This design comes from an exercise in tuning for small area, a short achievable clock period and few clock cycles on the open sky130 flow, not from production work. Only simulation tests tie the RTL to the original design; equivalence was not proved. Power and IR drop assume default switching activity.

[flow/run.sh]
#!/bin/bash
# Standard ORFS layout (the standard.sh) with smaller port buffers and
# larger clock-tree sink clusters without dummy loads.
export BUFFER_PORTS_ARGS="-buffer_cell sky130_fd_sc_hd__buf_2"
export CTS_ARGS="-sink_clustering_enable -repair_clock_nets -sink_clustering_size 32 -sink_clustering_max_diameter 60 -dont_use_dummy_load"
bash standard.sh > standard.log 2>&1
[standard.sh]
#!/bin/bash
# synth_recipe.tcl (not shown) runs the flow's synth.tcl, then flattens the netlist and writes it again
# the make line also repeats each setting of config.mk as NAME=value (left out here)
make -C /OpenROAD-flow-scripts/flow DESIGN_CONFIG=/design/flow/config.mk WORK_HOME=/design/flow/orfs CLKGATE_MAP_FILE= SYNTH_SCRIPT=/design/flow/synth_recipe.tcl "${@:-finish}"
[config.mk]
export PLATFORM = sky130hd
export DESIGN_NAME = mem_ctrl_top
export DESIGN_NICKNAME = mem_ctrl_top
export VERILOG_FILES = /design/flow/design.v
export SDC_FILE = /design/flow/constraint.sdc
export NUM_CORES = 4
export LEC_CHECK = 0
export CAP_MARGIN = 20
export CORE_MARGIN = 2
export CORE_UTILIZATION = 40
export SETUP_SLACK_MARGIN = 2.7
export SLEW_MARGIN = 20
[constraint.sdc]
create_clock -name core_clock -period 5.0 [get_ports {clk}]
set_input_delay 1.0000 -clock core_clock [delete_from_list [all_inputs] [get_ports {clk}]]
set_output_delay 1.0000 -clock core_clock [all_outputs]
set_load 0.01 [all_outputs]
[design.v]
`timescale 1ns/1ns
package mem_ctrl_pkg;
    localparam int addr_width = 32;
    localparam int data_width = 32;
    localparam int sb_depth       = 8;
    localparam int sb_index_width = 3;
    typedef logic [addr_width-1:0] addr_t;
    typedef logic [data_width-1:0] word_t;
    typedef logic [7:0]            byte_t;
    typedef enum logic [1:0] {
        size_byte = 2'd0,
        size_half = 2'd1,
        size_word = 2'd2
    } access_size_t;
    typedef enum logic [2:0] {
        op_lb  = 3'd0,
        op_lh  = 3'd1,
        op_lw  = 3'd2,
        op_lbu = 3'd3,
        op_lhu = 3'd4
    } load_op_t;
    typedef struct packed {
        addr_t        addr;
        word_t        data;
        access_size_t size;
    } store_entry_t;
    typedef struct packed {
        logic         write;
        addr_t        addr;
        access_size_t size;
        word_t        data;
    } burst_req_t;
    typedef struct packed {
        logic  write;
        addr_t addr;
        byte_t wdata;
    } ram_bus_t;
endpackage
`timescale 1ns/1ns
module mem_ctrl_top (
    input  logic        clk,
    input  logic        rst,
    output logic        ram_write,
    output logic [31:0] ram_addr,
    output logic [7:0]  ram_wdata,
    input  logic [7:0]  ram_rdata,
    input  logic        fetch_req,
    input  logic [31:0] fetch_pc,
    output logic        fetch_valid,
    output logic [31:0] fetch_inst,
    input  logic        load_req,
    input  logic [2:0]  load_op,
    input  logic [31:0] load_addr,
    output logic        load_valid,
    output logic [31:0] load_value,
    input  logic        commit_valid,
    input  logic [31:0] commit_addr,
    input  logic [31:0] commit_data,
    input  logic [1:0]  commit_size,
    output logic        buffer_full,
    input  logic        rollback
);
    localparam int SB_N = 7;
    function automatic logic [1:0] size_last(input logic [1:0] sz);
        case (sz)
            2'd0:    size_last = 2'd0;
            2'd1:    size_last = 2'd1;
            default: size_last = 2'd3;
        endcase
    endfunction
    function automatic logic [1:0] op_last(input logic [2:0] op);
        case (op)
            3'd0, 3'd3: op_last = 2'd0;
            3'd1, 3'd4: op_last = 2'd1;
            default:    op_last = 2'd3;
        endcase
    endfunction
    logic [31:0]     sb_addr [0:SB_N-1];
    logic [31:0]     sb_data [0:SB_N-1];
    logic [1:0]      sb_last [0:SB_N-1];
    logic [SB_N-1:0] sb_head;
    logic [SB_N-1:0] sb_tail;
    logic [SB_N-1:0] sb_cnt;
    logic [31:0] fa;          
    logic        sv;          
    logic [4:0]  iss;         
    logic        got4;        
    logic [1:0]  pid;         
    logic        s_own;       
    logic        blk;         
    logic        adv_q;       
    logic        cmp_pend;    
    logic        cmp_live;    
    logic [1:0]  cmp_pid;
    logic        load_pend;
    logic [31:0] load_addr_q;
    logic [2:0]  load_op_q;
    logic        bus_rd;
    logic        busy;        
    logic        bus_ld;
    logic        bus_lv;      
    logic [1:0]  bus_lane;
    logic [1:0]  bus_rem;     
    logic [1:0]  bus_pid;
    logic [23:0] st_data;
    logic        ret_v;
    logic        ret_ld;
    logic        ret_lv;
    logic [1:0]  ret_lane;
    logic        ret_last;
    logic [1:0]  ret_pid;
    logic        ret_sgn;
    logic [31:0] res;
    assign fetch_inst  = res;
    assign load_value  = res;
    logic sb_empty, sb_full, sb_lt6;
    assign sb_empty    = !sb_cnt[0];
    assign sb_full     = sb_cnt[SB_N-1];
    assign sb_lt6      = !sb_cnt[5];
    assign buffer_full = sb_full;
    logic [31:0] hd_addr;
    logic [31:0] hd_data;
    logic [1:0]  hd_last;
    always_comb begin
        hd_addr = '0;
        hd_data = '0;
        hd_last = '0;
        for (int i = 0; i < SB_N; i++) begin
            hd_addr = hd_addr | ({32{sb_head[i]}} & sb_addr[i]);
            hd_data = hd_data | ({32{sb_head[i]}} & sb_data[i]);
            hd_last = hd_last | ({2{sb_head[i]}} & sb_last[i]);
        end
    end
    logic        st_cont, ld_cont, blk_e;
    logic        r2, r3, r4, r5, s_go;
    logic        adv_wi, adv_wo;
    logic        hit0, restart, inval, s_rst;
    logic        cap_cmp, cap_cur3;
    logic [31:0] addr_inc;
    assign addr_inc = ram_addr + 32'd1;
    always_comb begin
        st_cont = busy && ram_write;
        ld_cont = busy && !ram_write;
        blk_e   = blk && !sb_empty;
        r2      = !busy && s_own && !blk_e && !iss[4] && sb_lt6;
        r3      = !busy && !r2 && !sb_empty;
        r5      = !busy && !r2 && sb_empty && !load_pend && !s_own && sv && !iss[4];
        s_go    = r2 || r5;
        adv_wi  = r2 && iss[3];
        adv_wo  = s_own && iss[4];
        hit0    = sv && !adv_q && (fetch_pc == fa);
        restart = fetch_req && !hit0;
        r4      = !busy && !r2 && sb_empty && load_pend;
        inval   = commit_valid && !fetch_req && (!s_own || rollback);
        s_rst   = restart || adv_wi || adv_wo || inval || r3 || r4;
        cap_cmp  = ret_v && !ret_ld && cmp_pend && (ret_pid == cmp_pid);
        cap_cur3 = ret_v && !ret_ld && !cap_cmp && (ret_pid == pid) && (ret_lane == 2'd3);
    end
    always_ff @(posedge clk) begin
        if (rst) begin
            sb_head <= SB_N'(1);
            sb_tail <= SB_N'(1);
            sb_cnt  <= '0;
        end else begin
            if (commit_valid) sb_tail <= {sb_tail[SB_N-2:0], sb_tail[SB_N-1]};
            if (r3)           sb_head <= {sb_head[SB_N-2:0], sb_head[SB_N-1]};
            if (commit_valid && !r3) sb_cnt <= {sb_cnt[SB_N-2:0], 1'b1};
            if (!commit_valid && r3) sb_cnt <= {1'b0, sb_cnt[SB_N-1:1]};
        end
    end
    always_ff @(posedge clk) begin
        for (int i = 0; i < SB_N; i++) begin
            if (sb_tail[i] && !sb_full) begin
                sb_addr[i] <= commit_addr;
                sb_data[i] <= commit_data;
                sb_last[i] <= size_last(commit_size);
            end
        end
    end
    always_ff @(posedge clk) begin
        if (fetch_req) begin
            fa <= fetch_pc;
        end else if (adv_q || adv_wo) begin
            fa <= addr_inc;
        end
        if (load_req) begin
            load_addr_q <= load_addr;
            load_op_q   <= load_op;
        end
    end
    always_ff @(posedge clk) begin
        if (rst) begin
            sv        <= 1'b0;
            iss       <= 5'd1;
            got4      <= 1'b0;
            pid       <= 2'd0;
            s_own     <= 1'b0;
            blk       <= 1'b0;
            adv_q     <= 1'b0;
            cmp_pend  <= 1'b0;
            cmp_live  <= 1'b0;
            cmp_pid   <= 2'd0;
            load_pend <= 1'b0;
        end else begin
            adv_q <= adv_wi;
            if (fetch_req) sv <= 1'b1;
            if (s_rst) begin
                iss  <= 5'd1;
                got4 <= 1'b0;
                pid  <= pid + 2'd1;
            end else begin
                if (s_go) iss <= {iss[3:0], 1'b0};
                got4 <= got4 || cap_cur3;
            end
            if (fetch_req) begin
                s_own <= 1'b1;
                blk   <= !sb_empty;
            end else begin
                if (adv_wi || adv_wo || rollback) s_own <= 1'b0;
                if (sb_empty)                     blk   <= 1'b0;
            end
            if (adv_wi || (adv_wo && !(got4 || cap_cur3))) begin
                cmp_pend <= 1'b1;
                cmp_live <= !rollback;
                cmp_pid  <= pid;
            end else if (cap_cmp && ret_lane == 2'd3) begin
                cmp_pend <= 1'b0;
                cmp_live <= 1'b0;
            end
            if (rollback) cmp_live <= 1'b0;
            if (load_req)            load_pend <= 1'b1;
            if (r4 || rollback)      load_pend <= 1'b0;
        end
    end
    always_ff @(posedge clk) begin
        if (rst) begin
            ram_write <= 1'b0;
            bus_rd    <= 1'b0;
            busy      <= 1'b0;
        end else begin
            ram_write <= st_cont || r3;
            bus_rd    <= ld_cont || r4 || s_go;
            if (busy)    busy <= (bus_rem != 2'd1);
            else if (r3) busy <= (hd_last != 2'd0);
            else if (r4) busy <= (op_last(load_op_q) != 2'd0);
            else         busy <= 1'b0;
        end
    end
    always_ff @(posedge clk) begin
        if (r3) begin
            ram_wdata <= hd_data[7:0];
            st_data   <= hd_data[31:8];
        end else begin
            ram_wdata <= st_data[7:0];
            st_data   <= {8'd0, st_data[23:8]};
        end
    end
    always_ff @(posedge clk) begin
        bus_pid <= pid;
        ram_addr <= addr_inc;
        if (busy) begin
            bus_lv    <= bus_lv && !rollback;
            bus_lane  <= bus_lane + 2'd1;
            bus_rem   <= bus_rem - 2'd1;
        end else if (r3) begin
            ram_addr  <= hd_addr;
            bus_rem   <= hd_last;
        end else if (r4) begin
            ram_addr  <= load_addr_q;
            bus_lane  <= 2'd0;
            bus_rem   <= op_last(load_op_q);
            bus_ld    <= 1'b1;
            bus_lv    <= !rollback;
        end else if (s_go) begin
            if (iss[0] && !adv_q) ram_addr <= fa;
            bus_lane  <= {iss[2] || iss[3], iss[1] || iss[3]};
            bus_rem   <= 2'd0;
            bus_ld    <= 1'b0;
        end
    end
    always_ff @(posedge clk) begin
        if (rst) begin
            ret_v <= 1'b0;
        end else begin
            ret_v <= bus_rd;
        end
        ret_ld   <= bus_ld;
        ret_lv   <= bus_lv && !rollback;
        ret_lane <= bus_lane;
        ret_last <= (bus_rem == 2'd0);
        ret_pid  <= bus_pid;
        ret_sgn  <= bus_ld && (load_op_q == 3'd0 || load_op_q == 3'd1);
    end
    logic fill;
    assign fill = ret_sgn && ram_rdata[7];
    always_ff @(posedge clk) begin
        if (ret_v) begin
            for (int j = 0; j < 4; j++) begin
                if (ret_lane == 2'(j)) begin
                    res[8*j +: 8] <= ram_rdata;
                end else if (ret_ld && ret_last && ret_lane < 2'(j)) begin
                    res[8*j +: 8] <= {8{fill}};
                end
            end
        end
    end
    always_ff @(posedge clk) begin
        if (rst) begin
            fetch_valid <= 1'b0;
            load_valid  <= 1'b0;
        end else begin
            fetch_valid <= !rollback && ((cap_cmp && cmp_live && ret_lane == 2'd3)
                                         || (adv_wo && (got4 || cap_cur3)));
            load_valid  <= !rollback && ret_v && ret_ld && ret_lv && ret_last;
        end
    end
endmodule
==> results of run 1 <==
[cell families (layout without fill, tap and decap cells)]
kind of cell / after synthesis / count (layout) / share of synthesized area [%]
DFF: 685 / 685 / 75.5
AOI/OAI and AO/OA: 400 / 400 / 12.3
and+or+nand+nor: 225 / 225 / 4.44
buffers and inverters: 141 / 351 / 2.66
xor gates and xnor gates: 67 / 67 / 2.28
muxes: 63 / 63 / 2.63
adders and majority gates: 5 / 5 / 0.244
other: 0 / 13 / 0
[cells in the mapped netlist, types with 5 or more instances]
library cell,number
edfxtp_1,567
dfxtp_1,118
a22oi_1,85
nor2_1,74
clkbuf_1,73
a222oi_1,66
a31oi_1,61
nand2_1,54
xor2_1,44
a21o_1,36
buf_4,35
a221o_1,30
mux2_2,30
a21oi_1,28
mux2i_1,28
a221oi_1,27
a22o_1,25
xnor2_1,23
nor2b_1,17
nand3_1,15
buf_1,11
inv_1,11
nand4_1,11
nor4_1,11
o21ai_1,11
and3_1,9
a31o_2,7
buf_2,5
ha_1,5
mux2_1,5
nor3_1,5
o21ai_0,5
[per-stage QoR]
stage,utilization (%),std cells,total power [mW]
2_1_floorplan,-,1586,8.18
3_3_place_gp,43.7,2588,8.94
3_5_place_dp,43.8,2589,8.95
4_1_cts,45.6,2635,12.2
5_1_grt,45.9,2650,12.7
6_report,45.9,2655,12.2
[worst max-delay path by stage]
stage	start	end	slack, ns	depth (start not counted)
2_1_floorplan	sb_cnt[6]	sb_addr[6][0]	2.36	1
6_report	sb_head[2]	ram_addr[17]	2.75	5
3_5_place_dp	fetch_pc[7]	pid[1]	2.12	7
5_1_grt	s_own	sb_cnt[0]	2.69	6
3_3_place_gp	fetch_pc[7]	pid[1]	2.13	7
4_1_cts	sb_cnt[6]	buffer_full	2.66	1
[layout by cell type, fill, tap and decap left out, types with 28 or more instances in the layout]
master	netlist	routed
edfxtp_1	567	567
a222oi_1	66	66
a31oi_1	61	59
nand2_1	54	53
a22oi_1	85	85
dfxtp_1	118	99
clkbuf_16	0	45
a21o_1	36	36
buf_2	5	253
buf_4	35	30
xor2_1	44	44
a221o_1	30	30
mux2_2	30	30
nor2_1	74	74
mux2i_1	28	28
[what timing repair did]
item                       4_1_cts  5_1_grt
hold buffers                     0        0
pin swaps                        4        3
resized for setup               24       24
buffers inserted                 2        6
gates cloned                     0        1
setup endpoints to repair      139       69
[power by group through the flow]
stage	registers, mW	clock network (mW)	logic [mW]
CTS	7.05	3.37	1.81
floorplan	7.12	0	1.06
finish	7.07	3.30	1.84
global placement	7.16	0	1.78
global route	7.12	3.56	1.99
detailed placement	7.17	0	1.78
[state kept, by name (all words and copies together) (netlist names), 2 cells and up]
signal       flops
sb_cnt           7
res             32
sb_addr        224
ret_pid          2
pid              2
fa              32
sb_last         14
cmp_pid          2
bus_pid          2
ram_addr        32
bus_lane         2
load_op_q        3
load_addr_q     32
sb_tail          7
ret_lane         2
ram_wdata        8
st_data         24
sb_head          7
iss              5
sb_data        224
bus_rem          2
[routing by layer]
layer,share of wire (%),track usage [%],wire [um],up-vias
met4,2.0,5.67,1360,20
met3,7.6,4.45,5050,101
met5,0.19,0,126,-
met1,42,26.4,28100,7681
li1,-,-,-,6741
met2,48,31.3,31800,544
[final cells by class]
type / instances / share of cell area, %
Multi-Input combinational cell: 760 / 19.8
Clock buffer: 44 / 3.79
Antenna cell: 13 / 0.112
Tap cell: 846 / 3.64
Inverter: 15 / 0.228
Timing Repair Buffer: 292 / 5.66
Sequential cell: 685 / 66.8
==> impl_metrics.ini, run 1 <==
[status]
status = finished clean

[cts]
path_clk_slew_ns = 0.09
cts_sinks = 685
cts_tree = yes
root_buffer = clkbuf_16
insertion_delay_ns = 0.63
cts_buffer_depth = 3
cts_buffers = 44
cts.htree.levels = 2

[synth]
synth_largest_area_cell = edfxtp_1
synth_cells = 1586
synth_ff_type = edfxtp_1
synth.avg_cell_area_um2 = 16.2
synthArstFlopShare_pct = 0
yosys_warnings = 4
yosysTopAreaCellShare_pct = 66.3
synth_area_um2 = 25700
synth_nets = 1738
ys_seq_area_share_pct = 75.5
synth_area_leaders = edfxtp_1, dfxtp_1, a222oi_1
yosysUniqueCellTypes = 65
synth_edf_count = 567
ys_ff_latch = 685

[power]
ir_drop_uv = 223
p_leak_nw = 10.0
seq_power_share_pct = 57.9
swShare_pct = 26.2
p_sw_mw = 3.19
power_frac_comb_pct = 15.1
intPower_mw = 9.02
power_density_nw_per_um2 = 420
p_clk_share_pct = 27.0

[floorplan]
placementRows = 92
num_io_pins = 255
die-area_um2 = 66200
die_y_um = 257
start_util_pct = 40.6
core_um2 = 63300
die_w_um = 257

[route]
num_vias = 15100
firstDrtPassIters = 9
finalWirelength_mm = 66.4
wl_per_cell_um = 25.0
ant_nets = 0
vias_per_cell = 5.68
drc_errors = 0
drtIter0Drc = 1666

[critical_path]
cpMaxStageDelayCell = dfxtp_2
worstSetupStartpointType = flip-flop
rr_endpoint = ram_addr[17]
critPathKind = flip-flop to flip-flop
r2r_slack_ns = 2.75
critPathMaxFanout = 48
cp_slowest_stage_delay_ns = 0.74
cp.required_ns = 5.52
end_kind = flip-flop
cp.arrival_ns = 2.76
r2r-start = sb_head[2]
critPathTopFamily = compound AO/OA/AOI/OAI gates
worst-r2r-cell-count = 5
crit_chain = buf_8 -> a22oi_1 -> a31oi_1 -> a221o_1 -> a21o_1
path_buf_inv = 1

[layout]
design_area_um2 = 29100
layout-drive-gt1-share_pct = 24.0
fin_nets = 1950
syn_to_final_growth_pct = 13.2
multiInputGateArea_um2 = 5750
fillers = 5494
regArea_um2 = 19400

[timing]
hold_viol = 0
hold_slack_ns = 0.329
min_period_ns = 2.25
setup_viol = 0
worst_slack_ns = 2.75
tightest_slew_ns = 1.09
finalSetupTns_ns = 0
slew_headroom_pct = 27.4
finClkSkew_ns = 0.0905
rsz0062_at_grt = true
min_period_over_period_pct = 44.9
fmax_mhz = 445
drv_slew = 0

[global_route]
grt_pass1_wl_mm = 97.1
antenna_found_initial = 24
grt_pass1_vias = 14900
grt_usage_pct = 19.5
grt_max_degree = 58
overflow = 0

[min_path]
holdPathStages = 0
worst_hold_path.endpoint = ret_pid[0]
hold_class = flip-flop to flip-flop
holdCritStartpoint = bus_pid[0]

[placement]
pre_cts_ws_ns = 2.12
place.gp.congestion = 0.878
placed_cell_area_um2 = 27700
dp_hpwl_mm = 40.6
portBuffers = 254

[run]
drv_cap = 0
Testbench counts, summed over its fixed seeds: cycles 65,693.
==> inputs of run 2 (changes only) <==
==> flow/run.sh (replaced) <==
#!/bin/bash
# Standard ORFS layout (the standard.sh) with smaller port buffers and
# clock-tree sink clusters of clkbuf_8 leaves without dummy loads.
export BUFFER_PORTS_ARGS="-buffer_cell sky130_fd_sc_hd__buf_2"
export CTS_ARGS="-sink_clustering_enable -repair_clock_nets -sink_clustering_size 16 -sink_clustering_max_diameter 60 -buf_list {sky130_fd_sc_hd__clkbuf_8 sky130_fd_sc_hd__clkbuf_16} -dont_use_dummy_load"
bash standard.sh > standard.log 2>&1
==> impl_metrics.ini, run 2 <==
[status]
status = finished clean

[cts]
path_clk_slew_ns = 0.07
cts.htree.levels = 2
cts_buffer_depth = 3
root_buffer = clkbuf_16
cts_hold_buf = 0
cts_tree = yes
insertion_delay_ns = 0.64
cts_sinks = 685
cts_buffers = 53

[route]
wl_per_cell_um = 25.0
ant_nets = 0
drc_errors = 0
vias_per_cell = 5.71
drtIter0Drc = 1650
firstDrtPassIters = 8
num_vias = 15200
finalWirelength_mm = 66.7

[timing]
tightest_slew_ns = 1.08
hold_viol = 0
slew_headroom_pct = 27.5
drv_slew = 0
min_period_ns = 2.24
rsz0062_at_grt = true
finClkSkew_ns = 0.104
fmax_mhz = 447
min_period_over_period_pct = 44.8
finalSetupTns_ns = 0
setup_viol = 0

[min_path]
worst_hold_path.endpoint = ret_pid[1]
holdCritStartpoint = bus_pid[1]
holdPathStages = 0
hold_class = flip-flop to flip-flop

[synth]
synth_area_leaders = edfxtp_1, dfxtp_1, a222oi_1
synth_nets = 1738
ys_ff_latch = 685
synthArstFlopShare_pct = 0
synth_ff_type = edfxtp_1
synth_cells = 1586
synth_common_cells = edfxtp_1, dfxtp_1, a22oi_1
yosys_warnings = 4
synth_most_common_cell = edfxtp_1
ys_seq_area_share_pct = 75.5
synth_area_um2 = 25700
synth.avg_cell_area_um2 = 16.2
yosysTopAreaCellShare_pct = 66.3
synth_edf_count = 567
yosysUniqueCellTypes = 65
synth_largest_area_cell = edfxtp_1

[floorplan]
die-area_um2 = 66200
core_um2 = 63300
start_util_pct = 40.6
die_y_um = 257
num_io_pins = 255
die_w_um = 257
placementRows = 92

[global_route]
grt_pass1_vias = 15100
grt_usage_pct = 19.5
grt_pass1_wl_mm = 97.7
overflow = 0
antenna_found_initial = 26
grt_max_degree = 58

[critical_path]
critPathKind = flip-flop to primary output
critPathMaxFanout = 6
cp_slowest_stage_delay_ns = 0.46
cp.arrival_ns = 1.24
cp.required_ns = 4.00
rr_endpoint = ram_addr[0]
path_buf_inv = 1
r2r_slack_ns = 2.76
critPathTopFamily = flip-flops
cpMaxStageDelayCell = dfxtp_1
r2r-start = sb_head[2]
worstSetupStartpointType = flip-flop
crit_chain = buf_2
worst-r2r-cell-count = 4
end_kind = primary output

[power]
power_density_nw_per_um2 = 430
ir_drop_uv = 246
p_leak_nw = 10.1
total_power_mw = 12.6

[layout]
layout-drive-gt1-share_pct = 24.1
reg.largest.list = sb_addr (224), sb_data (224)
fin_nets = 1957
final_cell_mix = edfxtp_1, buf_2, dfxtp_1, a22oi_1, nor2_1
syn_to_final_growth_pct = 13.9
final_common_cell = edfxtp_1

[placement]
place.gp.congestion = 0.878
dp_hpwl_mm = 40.6
portBuffers = 254

[run]
drv_cap = 0
-- run 2: cell counts after synthesis --
Identical to the previous run, type by type.
-- run 2: final cells by class --
type,instances,area [um^2]
Sequential cell,685,19400
Fill cell,5465,34100
Multi-Input combinational cell,760,5740
Inverter,15,66.3
Antenna cell,13,32.5
Timing Repair Buffer,290,1610
Tap cell,846,1060
Clock buffer,53,1330
-- run 2: per-stage QoR --
stage	utilization (%)	area, um^2	setup slack (ns)	hold slack (ns)	cells
2_1_floorplan	-	25700	2.36	0.310	1586
3_3_place_gp	43.7	27700	2.13	0.311	2588
3_5_place_dp	43.8	27700	2.12	0.312	2589
4_1_cts	46.0	29100	2.67	0.329	2644
5_1_grt	46.2	29200	2.65	0.337	2658
6_report	46.2	29300	2.76	0.329	2662
-- run 2: cell families (layout without fill, tap and decap cells) --
family | Yosys count | after routing | share of synthesized area [%]
flip-flops | 685 | 685 | 75.5
AO/OA/AOI/OAI | 400 | 400 | 12.3
AND/OR/NAND/NOR | 225 | 225 | 4.44
buffers and inverters | 141 | 358 | 2.66
XOR/XNOR | 67 | 67 | 2.28
multiplexers | 63 | 63 | 2.63
adder cells (fa/ha/maj) | 5 | 5 | 0.244
other | 0 | 13 | 0
-- run 2: worst max path at each step --
| stage | start | to | slack [ns] | cells after the start |
|---|---|---|---|---|
| floorplan | sb_cnt[6] | sb_addr[6][0] | 2.36 | 1 |
| global placement | fetch_pc[7] | pid[1] | 2.13 | 7 |
| detailed placement | fetch_pc[7] | pid[1] | 2.12 | 7 |
| CTS | sb_cnt[6] | buffer_full | 2.67 | 1 |
| global route | s_own | iss[0] | 2.65 | 7 |
| finish | ram_addr[7] | ram_addr[7] | 2.76 | 1 |
-- run 2: what timing repair did --
action / CTS / global route
buffers inserted: 2 / 5
cloned: 0 / 0
setup endpoints to repair: 103 / 62
gates resized for setup: 21 / 23
pin swaps: 3 / 3
-- run 2: power breakdown --
part	internal (mW)	leakage, nW	switching, mW
Clock	1.86	0.653	1.82
Combinational	0.767	3.22	1.06
Sequential	6.68	6.25	0.386
-- run 2: layer usage --
layer | global-route usage (%) | vias to the layer above | wire [um]
met5 | 0 | - | 133
met3 | 4.40 | 113 | 5330
met4 | 5.75 | 22 | 1470
li1 | - | 6770 | -
met2 | 31.4 | 611 | 31600
met1 | 26.6 | 7682 | 28100

port drivers added, routing unchanged:
The results above use ideal ports. As a check the final layouts listed here were re-extracted and re-timed, cells and wires unchanged.
Step 1: set_driving_cell puts a clkbuf_16 on clk and a buf_2 on each other input, an assumption about the parent block.
Step 2 adds t to the input delays and takes it off the output delays; t is the mean of the earliest and latest rising clock arrival at the registers after step 1. Input paths then give back, and output paths get back, about the clock's delay inside the block.
Three values: ideal, step 1, step 2; two values: the first two.
run	shift t [ns]	slack for setup (ns)	worst slew at a driven data input, ns	pins driven straight from the clock port
run 1	0.644	2.753 / 2.688 / 2.241	0.14	1
run 2	0.662	2.762 / 2.693 / 2.222	0.14	1
After both steps every run listed still meets setup and hold. The setup slack of run 2, which loses most, moves by -0.069 ns with the drivers and by -0.540 ns with both steps.
